Background: an optimization exercise with open tools, aiming at small area, a short achievable clock period and few clock cycles per item. Do not read the settings as production practice.
The RTL was checked by simulation tests, not by an equivalence proof against the original design.
No activity file was given, so power comes from the tool's default toggle rates.

--- design/flow/design.v ---
package rv32_pkg;
   localparam int XLEN = 32;
   localparam int NREG = 32;
   localparam logic [6:0] OPC_RTYPE = 7'b0110011;
   localparam logic [6:0] F7_BASE   = 7'h00;
   localparam logic [6:0] F7_ALT    = 7'h20;
   localparam logic [2:0] F3_ADD_SUB = 3'd0;
   localparam logic [2:0] F3_SLL     = 3'd1;
   localparam logic [2:0] F3_SLT     = 3'd2;
   localparam logic [2:0] F3_SLTU    = 3'd3;
   localparam logic [2:0] F3_XOR     = 3'd4;
   localparam logic [2:0] F3_SRL_SRA = 3'd5;
   localparam logic [2:0] F3_OR      = 3'd6;
   localparam logic [2:0] F3_AND     = 3'd7;
   typedef enum logic [1:0] {
      IDLE = 2'd0,
      READ = 2'd1,
      EXEC = 2'd2,
      WB   = 2'd3
   } issue_state_t;
   typedef struct packed {
      logic [6:0] funct7;
      logic [4:0] rs2;
      logic [4:0] rs1;
      logic [2:0] funct3;
      logic [4:0] rd;
      logic [6:0] opcode;
   } rtype_fields_t;
   function automatic logic is_legal_rtype(input rtype_fields_t f);
      is_legal_rtype = (f.opcode == OPC_RTYPE) &&
             ((f.funct7 == F7_BASE) ||
              ((f.funct7 == F7_ALT) &&
               ((f.funct3 == F3_ADD_SUB) || (f.funct3 == F3_SRL_SRA))));
   endfunction
endpackage
module rv32_regfile (
   input  logic            clk,
   input  logic            rst_n,
   input  logic            we,
   input  logic [4:0]      waddr,
   input  logic [rv32_pkg::XLEN-1:0] wdata,
   input  logic [4:0]      raddr1,
   output logic [rv32_pkg::XLEN-1:0] rdata1,
   input  logic [4:0]      raddr2,
   output logic [rv32_pkg::XLEN-1:0] rdata2,
   input  logic [4:0]      dbg_addr,
   output logic [rv32_pkg::XLEN-1:0] dbg_data
);
   logic [rv32_pkg::XLEN-1:0] mem [rv32_pkg::NREG];
   always_ff @(posedge clk) begin
      if (!rst_n) begin
         for (int i = 0; i < rv32_pkg::NREG; i++) mem[i] <= '0;
      end else if (we && (waddr != 5'd0)) begin
         mem[waddr] <= wdata;
      end
   end
   assign rdata1   = (raddr1   == 5'd0) ? '0 : mem[raddr1];
   assign rdata2   = (raddr2   == 5'd0) ? '0 : mem[raddr2];
   assign dbg_data = (dbg_addr == 5'd0) ? '0 : mem[dbg_addr];
endmodule
module r_type_alu (
   input  logic [6:0]  opcode,
   input  logic [2:0]  funct3,
   input  logic [6:0]  funct7,
   input  logic [31:0] in1,
   input  logic [31:0] in2,
   output logic [31:0] out
);
   always_comb begin
      out = 32'd0;
      if (opcode == 7'h33) begin
         case (funct3)
            3'd0: out = funct7[5] ? in1 - in2 : in1 + in2;
            3'd1: out = in1 << in2[4:0];
            3'd2: out = {31'd0, $signed(in1) < $signed(in2)};
            3'd3: out = {31'd0, in1 < in2};
            3'd4: out = in1 ^ in2;
            3'd5: out = funct7[5] ? 32'($signed(in1) >>> in2[4:0])
                                  : in1 >> in2[4:0];
            3'd6: out = in1 | in2;
            default: out = in1 & in2;
         endcase
      end
   end
endmodule
module r_type_issue (
   input  logic        clk,
   input  logic        rst_n,
   input  logic        instr_valid,
   input  logic [31:0] instr,
   output logic        instr_ready,
   input  logic        ld_valid,
   input  logic [4:0]  ld_addr,
   input  logic [31:0] ld_data,
   output logic [6:0]  alu_opcode,
   output logic [2:0]  alu_funct3,
   output logic [6:0]  alu_funct7,
   output logic [31:0] alu_in1,
   output logic [31:0] alu_in2,
   input  logic [31:0] alu_out,
   output logic        wb_valid,
   output logic [4:0]  wb_rd,
   output logic [31:0] wb_data,
   output logic        illegal,
   input  logic [4:0]  dbg_addr,
   output logic [31:0] dbg_data
);
   rv32_pkg::issue_state_t  state, state_nx;
   rv32_pkg::rtype_fields_t ir;
   logic [31:0]   in1_q, in2_q, result_q;
   logic [2:0]    f3_q;
   logic [6:0]    f7_q;
   logic [31:0]   rs1_data, rs2_data;
   logic          legal;
   logic          rf_we;
   logic [4:0]    rf_waddr;
   logic [31:0]   rf_wdata;
   logic          load_ok;
   assign legal   = rv32_pkg::is_legal_rtype(ir);
   assign load_ok = (state == rv32_pkg::IDLE) && ld_valid && !instr_valid;
   assign rf_we    = load_ok || ((state == rv32_pkg::WB) && (ir.rd != 5'd0));
   assign rf_waddr = (state == rv32_pkg::WB) ? ir.rd : ld_addr;
   assign rf_wdata = (state == rv32_pkg::WB) ? result_q : ld_data;
   rv32_regfile u_regfile (
      .clk      (clk),
      .rst_n    (rst_n),
      .we       (rf_we),
      .waddr    (rf_waddr),
      .wdata    (rf_wdata),
      .raddr1   (ir.rs1),
      .rdata1   (rs1_data),
      .raddr2   (ir.rs2),
      .rdata2   (rs2_data),
      .dbg_addr (dbg_addr),
      .dbg_data (dbg_data)
   );
   always_ff @(posedge clk) begin
      if (!rst_n) state <= rv32_pkg::IDLE;
      else        state <= state_nx;
   end
   always_comb begin
      state_nx = state;
      case (state)
         rv32_pkg::IDLE:    if (instr_valid) state_nx = rv32_pkg::READ;
         rv32_pkg::READ:    state_nx = legal ? rv32_pkg::EXEC : rv32_pkg::IDLE;
         rv32_pkg::EXEC:    state_nx = rv32_pkg::WB;
         rv32_pkg::WB:      state_nx = rv32_pkg::IDLE;
         default: state_nx = rv32_pkg::IDLE;
      endcase
   end
   always_ff @(posedge clk) begin
      if (!rst_n) begin
         ir       <= '0;
         in1_q    <= '0;
         in2_q    <= '0;
         f3_q     <= '0;
         f7_q     <= '0;
         result_q <= '0;
      end else begin
         if ((state == rv32_pkg::IDLE) && instr_valid) ir <= instr;
         if ((state == rv32_pkg::READ) && legal) begin
            in1_q <= rs1_data;
            in2_q <= rs2_data;
            f3_q  <= ir.funct3;
            f7_q  <= ir.funct7;
         end
         if (state == rv32_pkg::EXEC) result_q <= alu_out;
      end
   end
   assign instr_ready = rst_n && (state == rv32_pkg::IDLE);
   assign illegal     = rst_n && (state == rv32_pkg::READ) && !legal;
   assign wb_valid    = rst_n && (state == rv32_pkg::WB);
   assign wb_rd       = rst_n ? ir.rd    : 5'd0;
   assign wb_data     = rst_n ? result_q : 32'd0;
   assign alu_opcode  = (rst_n && (state == rv32_pkg::EXEC)) ? ir.opcode : 7'd0;
   assign alu_funct3  = rst_n ? f3_q  : 3'd0;
   assign alu_funct7  = rst_n ? f7_q  : 7'd0;
   assign alu_in1     = rst_n ? in1_q : 32'd0;
   assign alu_in2     = rst_n ? in2_q : 32'd0;
endmodule
module r_type_core (
   input  logic        clk,
   input  logic        rst_n,
   input  logic        instr_valid,
   input  logic [31:0] instr,
   output logic        instr_ready,
   input  logic        ld_valid,
   input  logic [4:0]  ld_addr,
   input  logic [31:0] ld_data,
   output logic        wb_valid,
   output logic [4:0]  wb_rd,
   output logic [31:0] wb_data,
   output logic        illegal,
   input  logic [4:0]  dbg_addr,
   output logic [31:0] dbg_data
);
   logic [6:0]  alu_opcode;
   logic [2:0]  alu_funct3;
   logic [6:0]  alu_funct7;
   logic [31:0] alu_in1, alu_in2, alu_out;
   r_type_issue u_issue (
      .clk         (clk),
      .rst_n       (rst_n),
      .instr_valid (instr_valid),
      .instr       (instr),
      .instr_ready (instr_ready),
      .ld_valid    (ld_valid),
      .ld_addr     (ld_addr),
      .ld_data     (ld_data),
      .alu_opcode  (alu_opcode),
      .alu_funct3  (alu_funct3),
      .alu_funct7  (alu_funct7),
      .alu_in1     (alu_in1),
      .alu_in2     (alu_in2),
      .alu_out     (alu_out),
      .wb_valid    (wb_valid),
      .wb_rd       (wb_rd),
      .wb_data     (wb_data),
      .illegal     (illegal),
      .dbg_addr    (dbg_addr),
      .dbg_data    (dbg_data)
   );
   r_type_alu u_alu (
      .opcode (alu_opcode),
      .funct3 (alu_funct3),
      .funct7 (alu_funct7),
      .in1    (alu_in1),
      .in2    (alu_in2),
      .out    (alu_out)
   );
endmodule
--- design/flow/constraint.sdc ---
create_clock -name core_clock -period 6.0 [get_ports {clk}]
set_input_delay 1.2000 -clock core_clock [delete_from_list [all_inputs] [get_ports {clk}]]
set_output_delay 1.2000 -clock core_clock [all_outputs]
set_load 0.01 [all_outputs]
--- design/flow/config.mk ---
export PLATFORM = sky130hd
export DESIGN_NAME = r_type_core
export DESIGN_NICKNAME = r_type_core
export VERILOG_FILES = /design/flow/design.v
export SDC_FILE = /design/flow/constraint.sdc
export NUM_CORES = 4
export LEC_CHECK = 0
export CAP_MARGIN = 20
export CORE_MARGIN = 2
export CORE_UTILIZATION = 40
export SLEW_MARGIN = 20
--- design/flow/run.sh ---
#!/bin/bash
# synth_recipe.tcl (not shown) runs the flow's synth.tcl, then flattens the netlist and writes it again
# the make line also repeats each setting of config.mk as NAME=value (left out here)
make -C /OpenROAD-flow-scripts/flow DESIGN_CONFIG=/design/flow/config.mk WORK_HOME=/design/flow/orfs CLKGATE_MAP_FILE= SYNTH_SCRIPT=/design/flow/synth_recipe.tcl finish
==> flow_summary_export.csv <==
group,metric,value,unit
yosys,async_flop_share,0,
timing,fin_skew,0.0343,ns
critical_path,reg2reg_depth,8,
cts,clk_path_buf_depth,3,
final_layout,area_growth,13.4,%
cts,cts_setup_buffers,0,
critical_path,worst-setup-path-type,"in2out",
cts,h-tree-depth,4,
critical_path,cpMaxStageDelayCell,"mux2i_1",
critical_path,cp_num_buf_inv,4,
die,io_pins,150,
global_routing,grt_max_degree,102,
global_routing,track_usage,0.321,
final_layout,fin_nets,5816,
critical_path,cp-end-kind,"primary output",
routing,via_per_inst,6.83,
power,sw_frac_of_total,0.267,
global_routing,grt_pass1_vias,54300,
cts,cts_sinks,1168,
placed_design,gp_congestion,1.03,
critical_path,critPathRequiredTime,4.80,ns
critical_path,reg2reg_to,"u_issue.u_regfile.mem[26][1]",
routing,drt.antenna.violating_nets,0,
yosys,synth_edf_count,1024,
yosys,synth_area,0.0741,mm²
critical_path,arrival,4.45,ns
power,comb_power_share,0.141,
power,power_density,243,mW/mm²
run,cap_violations,0,
critical_path,crit_chain,"buf_8 > buf_12 > mux4_2 > mux4_2 > mux2i_1 > buf_4 > nor2_1 > clkdlybuf4s50_1",
die,die_h,434,µm
status,status,"complete, no violations",
placed_design,place_hpwl,195000,µm
routing,drtPass1Iterations,8,
critical_path,cp-startpoint,"dbg_addr[0]",
yosys,yosys_warnings,3,
routing,wl_per_cell,37.0,µm
final_layout,fill_cells,16400,
cts,cts_resized,0,
cts,cts_tree,"built",
timing,fin_crit_sh,0.942,
timing,final_hold_viol_count,0,
yosys,ys_seq_elements,1168,
die,die-width,434,µm
power,peakVddDrop,236,µV
placed_design,port_buffers,149,
cts,worstSkewPairLatency,0.81,ns
die,dieArea,0.189,mm²
timing,rsz0062_at_grt,"no",
die,initial_core_util,0.401,
yosys,syn_avg_cell_area,13.1,µm²
timing,maxSlewViolCount,0,
power,p_leak,28.7,nW
yosys,seq_area_frac_synth,0.454,
critical_path,startpoint_type,"primary input",
cts,clk_pin_slew,0.06,ns
critical_path,crit_end,"dbg_data[7]",
critical_path,critPathMaxFanout,38,
die,row_count,158,
power,power.total,20.4,mW
critical_path,path_common_cell,"mux4_2",
routing,vias,56200,
final_layout,final_common_cell,"nor2_1",
critical_path,cpPeakStageDelay,0.60,ns
cts,cts_buffers,131,
worst_hold_path,hold_path_class,"reg2reg",
power,switchingPower,5.45,mW
cts,cts_root_buffer,"clkbuf_16",
final_layout,layout_common_cells,"nor2_1 (1,187), edfxtp_1 (1,024), mux4_2 (1,007), nand2_1 (237), buf_4 (232)",
cts,cts-hold-fix-buffers,0,
critical_path,path_depth,8,
critical_path,r2r_slack,1.82,ns
global_routing,grt_overflow_total,0,
yosys,yosysUniqueCellTypes,92,
timing,max_freq,0.177,GHz
power,intPower,14.9,mW
power,clkPwrFrac,0.399,
global_routing,antenna_found_initial,4,
timing,fin_setup_tns,0,ns
power,p_seq_frac,0.459,
timing,worstMarginPinSlew,1.04,ns
yosys,postSynthCellCount,5637,
yosys,ys.flop_type,"edfxtp_1",
critical_path,cpLargestDelayFamily,"multiplexers",
timing,period_needed,5.65,ns
final_layout,final_layout_size_suffix_gt1_frac,0.290,
routing,first_iter_violations,8693,
timing,max-slew-margin-rel,0.284,
timing,setup_viol,0,
global_routing,grt_pass1_wl,424000,µm
routing,wirelength,305000,µm
routing,drc,0,
die,core-area,0.185,mm²
sequential cells by signal, indices dropped and copies added, names as in the netlist, named ones only:
name,count
u_issue.f3_q,3
u_issue.in2_q,32
u_issue.state,1
u_issue.f7_q,1
u_issue.in1_q,32
u_issue.ir,32
u_issue.result_q,32
u_issue.u_regfile.mem,1024
power by group through the flow:
stage / registers [mW] / logic [mW] / clock network (mW)
2_1_floorplan: 9.38 / 1.75 / 0
4_1_cts: 9.35 / 2.83 / 8.19
5_1_grt: 9.39 / 2.94 / 8.46
6_report: 9.37 / 2.88 / 8.14
3_3_place_gp: 9.51 / 2.81 / 0
3_5_place_dp: 9.52 / 2.82 / 0
cell usage after synthesis (all sizes together), types with 15 or more instances:
cell type	n	area (µm²)
clkbuf	397	1490
inv	119	447
dfxtp	144	2880
nor2b	18	113
nand2	305	1170
ha	96	1200
a221oi	18	176
nor3	51	277
mux4	1007	22700
a21oi	165	826
mux2	17	191
a22oi	15	123
a31oi	28	181
a21o	17	128
o22ai	80	500
mux2i	162	1620
o21ai	195	983
a211oi	40	320
o31ai	20	150
o211ai	32	245
and2	76	480
nor2	1191	4470
buf	197	1000
nand3	29	145
edfxtp	1024	30700
xnor2	24	210
cells by family (layout without fill, tap and decap cells):
kind of cell    count (synthesis)  after routing  synth area share
compound gates                696            696            0.0595
flops                        1168           1168             0.454
simple gates                 1744           1744            0.0967
xor+xnor                       29             29           0.00343
other cells                     1             36         0.0000506
fa+ha+maj                      97             97            0.0164
buf+inv                       716            791            0.0398
mux                          1186           1186             0.330
routing by layer:
| metal | global-route usage | wire, µm |
|---|---|---|
| met3 | 0.0792 | 36300 |
| met1 | 0.423 | 110000 |
| met5 | 0.000768 | 43 |
| met2 | 0.492 | 139000 |
| met4 | 0.170 | 19000 |
metrics by stage:
stage               utilization  cells  worst slack [ns]  hold WS, ns  area, µm²
global route              0.455   8223             0.282        0.479      84000
global placement          0.431   7982             0.290        0.446      79700
CTS                       0.454   8218             0.275        0.451      83900
detailed placement        0.431   7984             0.296        0.444      79700
floorplan                     -   5668              1.18        0.432      74200
finish                    0.455   8227             0.345        0.454      84100
tightest hold or removal path, delay by kind of cell, from the launching register on:
kind / cells / cell delay [ns]
AO/OA/AOI/OAI: 1 / 0.05
AND/OR/NAND/NOR: 1 / 0.05
flip-flops: 1 / 0.31
layout make-up:
cell class | count | area (µm²) | area share
Multi-Input combinational cell | 3784 | 38300 | 0.455
Sequential cell | 1168 | 33700 | 0.401
Timing Repair Buffer | 435 | 4350 | 0.0517
Clock buffer | 158 | 3490 | 0.0416
Tap cell | 2480 | 3100 | 0.0369
Clock inverter | 76 | 721 | 0.00857
Inverter | 122 | 460 | 0.00548
Antenna cell | 4 | 10.0 | 0.000119
how the worst min path moves through the flow:
stage                    from             end  slack, ns  cells after the start
2_1_floorplan   u_issue.ir[6]   u_issue.ir[6]       0.43                      2
3_3_place_gp   u_issue.ir[29]  u_issue.ir[29]       0.45                      2
3_5_place_dp    u_issue.ir[6]   u_issue.ir[6]       0.44                      2
4_1_cts         u_issue.ir[6]   u_issue.ir[6]       0.45                      2
5_1_grt        u_issue.ir[31]  u_issue.ir[31]       0.48                      2
6_report        u_issue.ir[6]   u_issue.ir[6]       0.45                      2
Testbench counts, summed over its fixed seeds: cycles 15,476, items 4,000.

==> what the ideal ports hide <==
How much do the figures lean on ideal ports? The routed layout below was timed once more, with nothing changed but the port constraints. Step 1 (the two cells are an assumption about what drives the block):
set clk [get_ports {clk}]
set_driving_cell -lib_cell sky130_fd_sc_hd__clkbuf_16 $clk
set_driving_cell -lib_cell sky130_fd_sc_hd__buf_2 [delete_from_list [all_inputs] $clk]
Step 2, shift: input delay + t, output delay - t, t = (earliest + latest rising clock arrival at the registers) / 2. This alone moves slack from input paths to output paths. Slacks: ideal / step 1 / step 2; pairs: ideal / step 1.
t (ns): 0.874
slack for setup (ns): 0.345 / 0.293 / 0.293
hold WS [ns]: 0.454 / 0.454 / 0.454
clock arrival spread, ns: 0.038 / 0.038
After both steps this run still meets setup and hold. For this run, drivers alone change the setup slack by -0.052 ns; drivers and shift together by -0.052 ns.
